Context: an optimization exercise on an open-source flow, tuned for small area, a short achievable clock period and few clock cycles per item. The choices shown serve that exercise and are no tape-out recipe.
Only simulation tests tie the RTL to the original design; equivalence was not proved.
Power figures rest on the tool's default switching activity, not on a simulated workload.

==> run.sh <==
#!/bin/bash
# synth_recipe.tcl (not shown) runs the flow's synth.tcl, then flattens the netlist and writes it again
# the make line also repeats each setting of config.mk as NAME=value (left out here)
make -C /OpenROAD-flow-scripts/flow DESIGN_CONFIG=/design/flow/config.mk WORK_HOME=/design/flow/orfs CLKGATE_MAP_FILE= SYNTH_SCRIPT=/design/flow/synth_recipe.tcl finish
==> config.mk <==
export PLATFORM = sky130hd
export DESIGN_NAME = mosaic_scroll_pixel_remap_core
export DESIGN_NICKNAME = mosaic_scroll_pixel_remap_core
export VERILOG_FILES = /design/flow/design.v
export SDC_FILE = /design/flow/constraint.sdc
export NUM_CORES = 4
export LEC_CHECK = 0
export CAP_MARGIN = 20
export CORE_MARGIN = 2
export CORE_UTILIZATION = 40
export SLEW_MARGIN = 20
==> constraint.sdc <==
create_clock -name core_clock -period 5.5 [get_ports {clk}]
set_input_delay 1.1000 -clock core_clock [delete_from_list [all_inputs] [get_ports {clk}]]
set_output_delay 1.1000 -clock core_clock [all_outputs]
set_load 0.01 [all_outputs]
==> design.v <==
package msr_pkg;
    localparam logic [9:0] MAX_WIDTH   = 10'd512;
    localparam logic [8:0] MAX_HEIGHT  = 9'd256;
    localparam logic [4:0] MOSAIC_MAX  = 5'd16;
    localparam int unsigned DIV_STEPS  = 3;
    localparam int unsigned DIV_STAGES = 3;
    localparam int unsigned PIPE_LATENCY = 6;
    localparam logic [2:0] CFG_FRAME_WIDTH    = 3'd0;
    localparam logic [2:0] CFG_FRAME_HEIGHT   = 3'd1;
    localparam logic [2:0] CFG_MARGIN_WIDTH   = 3'd2;
    localparam logic [2:0] CFG_BRIGHTNESS_NUM = 3'd3;
    localparam logic [2:0] CFG_BRIGHTNESS_DEN = 3'd4;
    localparam logic [2:0] CFG_EXTEND_TO_EDGE = 3'd5;
    localparam logic REQ_COORD  = 1'b0;
    localparam logic REQ_BRIGHT = 1'b1;
    typedef struct packed {
        logic        req_type;
        logic [8:0]  dest_x;
        logic [7:0]  dest_y;
        logic [4:0]  tile_size;
        logic [9:0]  cur_scroll_x;
        logic [9:0]  snap_scroll_x;
        logic [9:0]  cur_scroll_y;
        logic [9:0]  snap_scroll_y;
        logic        track_scroll;
        logic [31:0] pixel_in;
    } msr_req_t;
    typedef struct packed {
        logic        write_enable;
        logic [8:0]  source_x;
        logic [7:0]  source_y;
        logic [31:0] pixel_out;
    } msr_result_t;
    typedef struct packed {
        logic [9:0] w;
        logic [8:0] h;
        logic [8:0] m;
        logic [3:0] num;
        logic [3:0] den;
        logic       ext;
    } msr_cfg_t;
    typedef struct packed {
        logic [8:0] dq;
        logic [3:0] rem;
    } msr_lane_t;
    typedef struct packed {
        logic               req_type;
        logic               keep_px;
        logic [31:0]        pixel;
        logic               oob;
        logic               xneg;
        logic signed [10:0] xm;
        logic [7:0]         y;
        logic signed [9:0]  dx;
        logic signed [9:0]  dy;
        logic [4:0]         size;
        msr_lane_t          lane_x;
        msr_lane_t          lane_y;
        msr_lane_t          lane_c2;
        msr_lane_t          lane_c1;
        msr_lane_t          lane_c0;
    } msr_pipe_t;
    function automatic msr_lane_t div_step(input msr_lane_t l, input logic [4:0] d);
        msr_lane_t  r;
        logic [4:0] t;
        logic [4:0] nr;
        logic       ge;
        t     = {l.rem, l.dq[8]};
        ge    = (t >= d);
        nr    = ge ? (t - d) : t;
        r.rem = nr[3:0];
        r.dq  = {l.dq[7:0], ge};
        div_step = r;
    endfunction
endpackage
module msr_prep (
    input  logic              clk,
    input  logic              rst_n,
    input  logic              in_valid,
    input  msr_pkg::msr_req_t in_req,
    input  msr_pkg::msr_cfg_t cfg,
    output logic              out_valid,
    output msr_pkg::msr_pipe_t out_pipe
);
    logic               valid_reg;
    msr_pkg::msr_pipe_t          pipe_reg;
    msr_pkg::msr_pipe_t          pipe_next;
    logic [9:0]         dx_raw;
    logic [9:0]         dy_raw;
    logic signed [9:0]  dx;
    logic signed [9:0]  dy;
    logic signed [10:0] bx;
    logic signed [10:0] by;
    logic signed [10:0] xm;
    logic signed [10:0] xm_neg;
    logic [4:0]         size_sat;
    logic [11:0]        prod0;
    logic [11:0]        prod1;
    logic [11:0]        prod2;
    always_comb
    begin
        dx_raw = in_req.cur_scroll_x - in_req.snap_scroll_x;
        dy_raw = in_req.cur_scroll_y - in_req.snap_scroll_y;
        dx     = in_req.track_scroll ? signed'(dx_raw) : '0;
        dy     = in_req.track_scroll ? signed'(dy_raw) : '0;
        bx     = signed'({2'b00, in_req.dest_x}) + signed'({dx[9], dx});
        by     = signed'({3'b000, in_req.dest_y}) + signed'({dy[9], dy});
        xm     = signed'({2'b00, in_req.dest_x}) - signed'({2'b00, cfg.m});
        xm_neg = -xm;
        if (in_req.tile_size == 5'd0)
        begin
            size_sat = 5'd1;
        end
        else if (in_req.tile_size > msr_pkg::MOSAIC_MAX)
        begin
            size_sat = msr_pkg::MOSAIC_MAX;
        end
        else
        begin
            size_sat = in_req.tile_size;
        end
        prod0 = {4'b0000, in_req.pixel_in[7:0]}   * {8'h00, cfg.num};
        prod1 = {4'b0000, in_req.pixel_in[15:8]}  * {8'h00, cfg.num};
        prod2 = {4'b0000, in_req.pixel_in[23:16]} * {8'h00, cfg.num};
        pipe_next.req_type = in_req.req_type;
        pipe_next.keep_px  = (cfg.den == 4'd0) || (cfg.num >= cfg.den);
        pipe_next.pixel    = in_req.pixel_in;
        pipe_next.oob      = !cfg.ext && (bx[10] || by[10]
                             || (bx >= signed'({1'b0, cfg.w}))
                             || (by >= signed'({2'b00, cfg.h})));
        pipe_next.xneg     = xm[10];
        pipe_next.xm       = xm;
        pipe_next.y        = in_req.dest_y;
        pipe_next.dx       = dx;
        pipe_next.dy       = dy;
        pipe_next.size     = size_sat;
        pipe_next.lane_x.dq  = xm[10] ? xm_neg[8:0] : xm[8:0];
        pipe_next.lane_x.rem = '0;
        pipe_next.lane_y.dq  = {1'b0, in_req.dest_y};
        pipe_next.lane_y.rem = '0;
        pipe_next.lane_c0.dq  = prod0[8:0];
        pipe_next.lane_c0.rem = {1'b0, prod0[11:9]};
        pipe_next.lane_c1.dq  = prod1[8:0];
        pipe_next.lane_c1.rem = {1'b0, prod1[11:9]};
        pipe_next.lane_c2.dq  = prod2[8:0];
        pipe_next.lane_c2.rem = {1'b0, prod2[11:9]};
    end
    always_ff @(posedge clk or negedge rst_n)
    begin
        if (!rst_n)
        begin
            valid_reg <= 1'b0;
        end
        else
        begin
            valid_reg <= in_valid;
        end
    end
    always_ff @(posedge clk)
    begin
        pipe_reg <= pipe_next;
    end
    assign out_valid = valid_reg;
    assign out_pipe  = pipe_reg;
endmodule
module msr_div_stage (
    input  logic               clk,
    input  logic               rst_n,
    input  logic               in_valid,
    input  msr_pkg::msr_pipe_t in_pipe,
    input  logic [3:0]         den,
    output logic               out_valid,
    output msr_pkg::msr_pipe_t out_pipe
);
    logic      valid_reg;
    msr_pkg::msr_pipe_t pipe_reg;
    msr_pkg::msr_pipe_t pipe_next;
    always_comb
    begin
        pipe_next = in_pipe;
        for (int s = 0; s < msr_pkg::DIV_STEPS; s++)
        begin
            pipe_next.lane_x = msr_pkg::div_step(pipe_next.lane_x, pipe_next.size);
            pipe_next.lane_y = msr_pkg::div_step(pipe_next.lane_y, pipe_next.size);
            pipe_next.lane_c0 = msr_pkg::div_step(pipe_next.lane_c0, {1'b0, den});
            pipe_next.lane_c1 = msr_pkg::div_step(pipe_next.lane_c1, {1'b0, den});
            pipe_next.lane_c2 = msr_pkg::div_step(pipe_next.lane_c2, {1'b0, den});
        end
    end
    always_ff @(posedge clk or negedge rst_n)
    begin
        if (!rst_n)
        begin
            valid_reg <= 1'b0;
        end
        else
        begin
            valid_reg <= in_valid;
        end
    end
    always_ff @(posedge clk)
    begin
        pipe_reg <= pipe_next;
    end
    assign out_valid = valid_reg;
    assign out_pipe  = pipe_reg;
endmodule
module msr_finish (
    input  logic                 clk,
    input  logic                 rst_n,
    input  logic                 in_valid,
    input  msr_pkg::msr_pipe_t   in_pipe,
    input  msr_pkg::msr_cfg_t    cfg,
    output logic                 out_valid,
    output msr_pkg::msr_result_t out_result
);
    logic               a_valid_reg;
    logic               a_req_reg;
    logic               a_oob_reg;
    logic signed [11:0] a_sumx_reg;
    logic signed [10:0] a_sumy_reg;
    logic [31:0]        a_pixel_reg;
    logic [4:0]         radj;
    logic signed [11:0] gx;
    logic [7:0]         gy;
    logic signed [11:0] sumx_next;
    logic signed [10:0] sumy_next;
    logic [31:0]        pixel_next;
    logic               valid_reg;
    msr_pkg::msr_result_t        result_reg;
    msr_pkg::msr_result_t        result_next;
    logic [9:0]         w_m1;
    logic [8:0]         h_m1;
    logic [8:0]         sx;
    logic [7:0]         sy;
    always_comb
    begin
        if (in_pipe.xneg)
        begin
            radj = (in_pipe.lane_x.rem == 4'd0) ? 5'd0
                 : (in_pipe.size - {1'b0, in_pipe.lane_x.rem});
        end
        else
        begin
            radj = {1'b0, in_pipe.lane_x.rem};
        end
        gx        = signed'({in_pipe.xm[10], in_pipe.xm}) - signed'({7'd0, radj});
        sumx_next = gx + signed'({3'b000, cfg.m}) + signed'({{2{in_pipe.dx[9]}}, in_pipe.dx});
        gy        = in_pipe.y - {4'h0, in_pipe.lane_y.rem};
        sumy_next = signed'({3'b000, gy}) + signed'({in_pipe.dy[9], in_pipe.dy});
        if (in_pipe.keep_px)
        begin
            pixel_next = in_pipe.pixel;
        end
        else
        begin
            pixel_next = {in_pipe.pixel[31:24], in_pipe.lane_c2.dq[7:0],
                          in_pipe.lane_c1.dq[7:0], in_pipe.lane_c0.dq[7:0]};
        end
    end
    always_comb
    begin
        w_m1 = cfg.w - 10'd1;
        h_m1 = cfg.h - 9'd1;
        if (a_sumx_reg[11])
        begin
            sx = '0;
        end
        else if (a_sumx_reg[10:0] >= {1'b0, cfg.w})
        begin
            sx = w_m1[8:0];
        end
        else
        begin
            sx = a_sumx_reg[8:0];
        end
        if (a_sumy_reg[10])
        begin
            sy = '0;
        end
        else if (a_sumy_reg[9:0] >= {1'b0, cfg.h})
        begin
            sy = h_m1[7:0];
        end
        else
        begin
            sy = a_sumy_reg[7:0];
        end
        result_next = '0;
        if (a_req_reg == msr_pkg::REQ_BRIGHT)
        begin
            result_next.pixel_out = a_pixel_reg;
        end
        else if (!a_oob_reg)
        begin
            result_next.write_enable = 1'b1;
            result_next.source_x     = sx;
            result_next.source_y     = sy;
        end
    end
    always_ff @(posedge clk or negedge rst_n)
    begin
        if (!rst_n)
        begin
            a_valid_reg <= 1'b0;
            valid_reg   <= 1'b0;
        end
        else
        begin
            a_valid_reg <= in_valid;
            valid_reg   <= a_valid_reg;
        end
    end
    always_ff @(posedge clk)
    begin
        a_req_reg   <= in_pipe.req_type;
        a_oob_reg   <= in_pipe.oob;
        a_sumx_reg  <= sumx_next;
        a_sumy_reg  <= sumy_next;
        a_pixel_reg <= pixel_next;
        result_reg  <= result_next;
    end
    assign out_valid  = valid_reg;
    assign out_result = result_reg;
endmodule
module mosaic_scroll_pixel_remap_core (
    input  logic                 clk,
    input  logic                 rst_n,
    input  logic                 start,
    output logic                 busy,
    input  logic                 req_type,
    input  logic [8:0]           dest_x,
    input  logic [7:0]           dest_y,
    input  logic [4:0]           tile_size,
    input  logic [9:0]           cur_scroll_x,
    input  logic [9:0]           snap_scroll_x,
    input  logic [9:0]           cur_scroll_y,
    input  logic [9:0]           snap_scroll_y,
    input  logic                 track_scroll,
    input  logic [31:0]          pixel_in,
    output logic                 done,
    output logic                 write_enable,
    output logic [8:0]           source_x,
    output logic [7:0]           source_y,
    output logic [31:0]          pixel_out,
    input  logic                 cfg_we,
    input  logic [2:0]           cfg_index,
    input  logic [9:0]           cfg_data
);
    logic [9:0] frame_width_reg;
    logic [8:0] frame_height_reg;
    logic [8:0] margin_width_reg;
    logic [3:0] brightness_num_reg;
    logic [3:0] brightness_den_reg;
    logic       extend_to_edge_reg;
    msr_pkg::msr_cfg_t   cfg;
    logic                 stage_valid0, stage_valid1, stage_valid2, stage_valid3;
    msr_pkg::msr_pipe_t   stage_pipe0, stage_pipe1, stage_pipe2, stage_pipe3;
    logic       accept;
    msr_pkg::msr_req_t    req;
    msr_pkg::msr_result_t result;
    assign req = {req_type, dest_x, dest_y, tile_size, cur_scroll_x, snap_scroll_x,
                  cur_scroll_y, snap_scroll_y, track_scroll, pixel_in};
    assign write_enable = result.write_enable;
    assign source_x     = result.source_x;
    assign source_y     = result.source_y;
    assign pixel_out    = result.pixel_out;
    always_ff @(posedge clk or negedge rst_n)
    begin
        if (!rst_n)
        begin
            frame_width_reg    <= 10'd256;
            frame_height_reg   <= 9'd224;
            margin_width_reg   <= 9'd64;
            brightness_num_reg <= 4'd15;
            brightness_den_reg <= 4'd15;
            extend_to_edge_reg <= 1'b0;
        end
        else if (cfg_we)
        begin
            unique case (cfg_index)
                msr_pkg::CFG_FRAME_WIDTH:    frame_width_reg    <= cfg_data;
                msr_pkg::CFG_FRAME_HEIGHT:   frame_height_reg   <= cfg_data[8:0];
                msr_pkg::CFG_MARGIN_WIDTH:   margin_width_reg   <= cfg_data[8:0];
                msr_pkg::CFG_BRIGHTNESS_NUM: brightness_num_reg <= cfg_data[3:0];
                msr_pkg::CFG_BRIGHTNESS_DEN: brightness_den_reg <= cfg_data[3:0];
                msr_pkg::CFG_EXTEND_TO_EDGE: extend_to_edge_reg <= cfg_data[0];
                default:            ;   
            endcase
        end
    end
    always_comb
    begin
        if (frame_width_reg == 10'd0)
        begin
            cfg.w = 10'd1;
        end
        else if (frame_width_reg > msr_pkg::MAX_WIDTH)
        begin
            cfg.w = msr_pkg::MAX_WIDTH;
        end
        else
        begin
            cfg.w = frame_width_reg;
        end
        if (frame_height_reg == 9'd0)
        begin
            cfg.h = 9'd1;
        end
        else if (frame_height_reg > msr_pkg::MAX_HEIGHT)
        begin
            cfg.h = msr_pkg::MAX_HEIGHT;
        end
        else
        begin
            cfg.h = frame_height_reg;
        end
        cfg.m   = margin_width_reg;
        cfg.num = brightness_num_reg;
        cfg.den = brightness_den_reg;
        cfg.ext = extend_to_edge_reg;
    end
    assign busy   = 1'b0;
    assign accept = start && !busy;
    msr_prep u_prep (
        .clk       (clk),
        .rst_n     (rst_n),
        .in_valid  (accept),
        .in_req    (req),
        .cfg       (cfg),
        .out_valid (stage_valid0),
        .out_pipe  (stage_pipe0)
    );
    msr_div_stage u_div0 (
        .clk       (clk),
        .rst_n     (rst_n),
        .in_valid  (stage_valid0),
        .in_pipe   (stage_pipe0),
        .den       (cfg.den),
        .out_valid (stage_valid1),
        .out_pipe  (stage_pipe1)
    );
    msr_div_stage u_div1 (
        .clk       (clk),
        .rst_n     (rst_n),
        .in_valid  (stage_valid1),
        .in_pipe   (stage_pipe1),
        .den       (cfg.den),
        .out_valid (stage_valid2),
        .out_pipe  (stage_pipe2)
    );
    msr_div_stage u_div2 (
        .clk       (clk),
        .rst_n     (rst_n),
        .in_valid  (stage_valid2),
        .in_pipe   (stage_pipe2),
        .den       (cfg.den),
        .out_valid (stage_valid3),
        .out_pipe  (stage_pipe3)
    );
    msr_finish u_finish (
        .clk        (clk),
        .rst_n      (rst_n),
        .in_valid   (stage_valid3),
        .in_pipe    (stage_pipe3),
        .cfg        (cfg),
        .out_valid  (done),
        .out_result (result)
    );
endmodule
==> metrics.cfg <==
[status]
outcome = no timing/DRC/antenna violations

[final_layout]
largest_register_ffs = 127
postLayoutCoreUtil = 0.481
fillCellCount = 6603
num_antenna_cells = 0
layout.nets = 3589
area_growth_pct = 18.7
final_cell_mix = dfxtp_1, ha_1, inv_1
drive_gt1_frac = 0.107
layout.cells.non_filler = 4027
final_common_cell = dfxtp_1

[clock_tree]
cts_buffer_depth = 3
clock_latency_ps = 600
cts_num_sinks = 633
cts_tree = done
postCtsHoldBufs = 0
cts.clk_slew.worst_paths_ps = 60
clock-root-buffer = clkbuf_16
cts_max_level = 3
cts_buffers = 70

[flow_run]
drv_cap = 0

[worst_setup_path]
worstPathRequired_ps = 5990
path_class = reg -> reg
cp_max_fo = 7
cp.arrival_ps = 5640
cp-start-kind = flip-flop
reg2reg_setup_slack_ps = 350
cp-end-kind = flip-flop

[timing]
fin_crit_ps = 5150
tightestPinTransition_ps = 769
holdWs_ps = 317
slew_violations = 0
fmax_mhz = 194
timing.final.crit_share = 0.937
slew_headroom = 0.487
skew_ps = 15.5
setup_violations = 0
hold_violations = 0

[routing]
antenna_left = 0
first_iter_violations = 859
wl_mm = 65.7
drcViolationCount = 0
wire_per_inst_um = 16.3
routed-via-count = 20000
drt_pass1_iterations = 16
vias_per_cell = 4.96

[die]
die_h_um = 276
fp.coreArea_um2 = 73100
ioPinCount = 165
die_area_um2 = 76200
rows = 99
initial_utilization = 0.405
die_w_um = 276

[global_routing]
grt_max_degree = 44
overflow = 0
met3_usage = 0.0286
track_usage = 0.173
grt_pass1_vias = 21100
top_usage_layer = met2
antenna_found_initial = 0
grtUsageMet1 = 0.217
gr-usage-met2 = 0.302
grt_pass1_wl_mm = 107

[place]
place_congestion = 0.850
dp_hpwl_mm = 50.4
dp.cells = 3896
numPortBuffers = 163

[synth]
synth_area_um2 = 29600
ys_ff_latch = 633
synth_seq_area_share = 0.436
synth_top_area_frac = 0.399
synthCells = 2764
syn_nets = 3339
synthFlopType = dfxtp_1
postSynthAreaPerCell_um2 = 10.7
async_flop_share = 0.0679
synth.distinct_cells = 79
ys_warn_count = 4
synth.area.top_cells = dfxtp_1, ha_1, fa_1, mux2_2, inv_1
yosys.area.top_type = dfxtp_1
synth_edf_count = 0

[power_and_ir_drop]
finalPower_mw = 25.1
vdd_drop_max_mv = 0.355
leakagePower_nw = 16.0
power.density_nw_per_um2 = 715

[hold_path]
hold_path_class = reg -> reg

==> critical path, stage by stage, from the launching register on <==
cell and delay, ps:
dfstp_4 620, clkinvlp_4 120, buf_4 200, buf_4 140, ha_4 200, and4_1 200
nor3_2 260, nand3_2 190, o21ai_2 240, inv_1 100, ha_4 230, nor2b_1 130
o21ai_1 120, nand2b_1 100, a21oi_2 240, nand3_1 110, a32oi_2 250, ha_1 290
a21o_1 160, a21o_1 170, a21o_1 170, a311o_1 280, o31ai_2 90, inv_2 110
mux2_2 290
==> Yosys cell counts (all sizes together), types with 6 or more instances <==
| cell type | count |
|---|---|
| nand3 | 23 |
| and2 | 88 |
| or3 | 9 |
| buf | 6 |
| a31o | 7 |
| nor2b | 34 |
| dfrtp | 30 |
| fa | 98 |
| a21oi | 147 |
| mux2 | 112 |
| or2 | 12 |
| a311oi | 7 |
| xnor2 | 104 |
| nand2 | 156 |
| o31ai | 10 |
| nand4 | 6 |
| o211ai | 10 |
| mux2i | 50 |
| a21boi | 11 |
| inv | 288 |
| a31oi | 11 |
| clkbuf | 21 |
| o21ai | 108 |
| ha | 364 |
| o21bai | 6 |
| and3 | 7 |
| dfstp | 13 |
| nor2 | 107 |
| a21o | 85 |
| a211oi | 27 |
| xor2 | 57 |
| o21a | 16 |
| nor4 | 11 |
| nor3 | 30 |
| dfxtp | 590 |
| nand2b | 40 |
==> timing repair <==
action / 4_1_cts / 5_1_grt
resized for setup: 1 / 6
setup buffers: 0 / 5
setup endpoints to repair: 3 / 18
==> routing by layer <==
metal	wire, um	share of wire
met1	29900	0.46
met3	2570	0.039
met4	1480	0.022
met5	0	0
met2	31700	0.48
==> logic make-up after synthesis <==
kind of cell | Yosys count | share of synthesized area
flip-flops | 633 | 0.436
other | 1 | 0.000127
AND/OR/NAND/NOR | 540 | 0.0910
adder cells (fa/ha/maj) | 462 | 0.220
AO/OA/AOI/OAI | 488 | 0.105
multiplexers | 162 | 0.0595
XOR/XNOR | 161 | 0.0476
buffers and inverters | 317 | 0.0406
==> power by group <==
group | internal [mW] | switching (mW) | total [mW]
sequential | 6.03 | 0.662 | 6.69
clock | 2.93 | 1.89 | 4.82
combinational | 6.64 | 6.99 | 13.6
==> through the flow <==
step                      setup WS, ps  TNS [ps]  area, um^2
after global routing            -0.829    -0.829       35100
after detailed placement         -62.8     -62.8       32700
after floorplan                  -12.7     -49.5       29700
after CTS                          118         0       35100
final                              347         0       35100
after global placement           -20.7     -20.7       32700
==> final cells by class <==
| class | instances | area, um^2 | area share |
|---|---|---|---|
| Multi-Input combinational cell | 1814 | 15600 | 0.444 |
| Clock inverter | 29 | 388 | 0.0110 |
| Tap cell | 959 | 1200 | 0.0341 |
| Inverter | 290 | 1090 | 0.0311 |
| Timing Repair Buffer | 205 | 1940 | 0.0553 |
| Clock buffer | 97 | 2030 | 0.0576 |
| Sequential cell | 633 | 12900 | 0.367 |
==> worst paths after layout <==
path	endpoint	start	depth (start not counted)
worst max-delay path	u_div1.pipe_reg[15]	brightness_den_reg[1]	24
worst min-delay path	u_div1.pipe_reg[25]	u_div0.pipe_reg[22]	0
worst max register to register	u_div1.pipe_reg[15]	brightness_den_reg[1]	24
worst min register to register	u_div1.pipe_reg[25]	u_div0.pipe_reg[22]	0
max in group asynchronous	frame_height_reg[4]	rst_n	2
min in group asynchronous	frame_width_reg[3]	rst_n	2
Testbench counts, summed over its fixed seeds: cycles 13,184, items 12,800.

-- afterwards: timing with drivers on the ports --
Ports are ideal in the flow. The routed layout listed here was re-timed in OpenROAD.
Step 1 assumes that a clkbuf_16 drives the clock port and a buf_2 every other input.
Step 2 times the ports against the registers' clock, not the clock port: input delays grow and output delays shrink by t, the midpoint of the rising clock arrivals with the driver on.
Three values: ideal, step 1, step 2; two values: the first two.
t (ns): 0.656
setup WS [ns]: 0.347 / 0.347 / -0.093
clock arrival spread, ns: 0.020 / 0.020
worst data-port slew with drivers (ns): 0.09
With both steps, setup timing fails in this run, where it was met with ideal ports. The setup slack of this run moves by 0.000 ns with the drivers and by -0.440 ns with both steps.
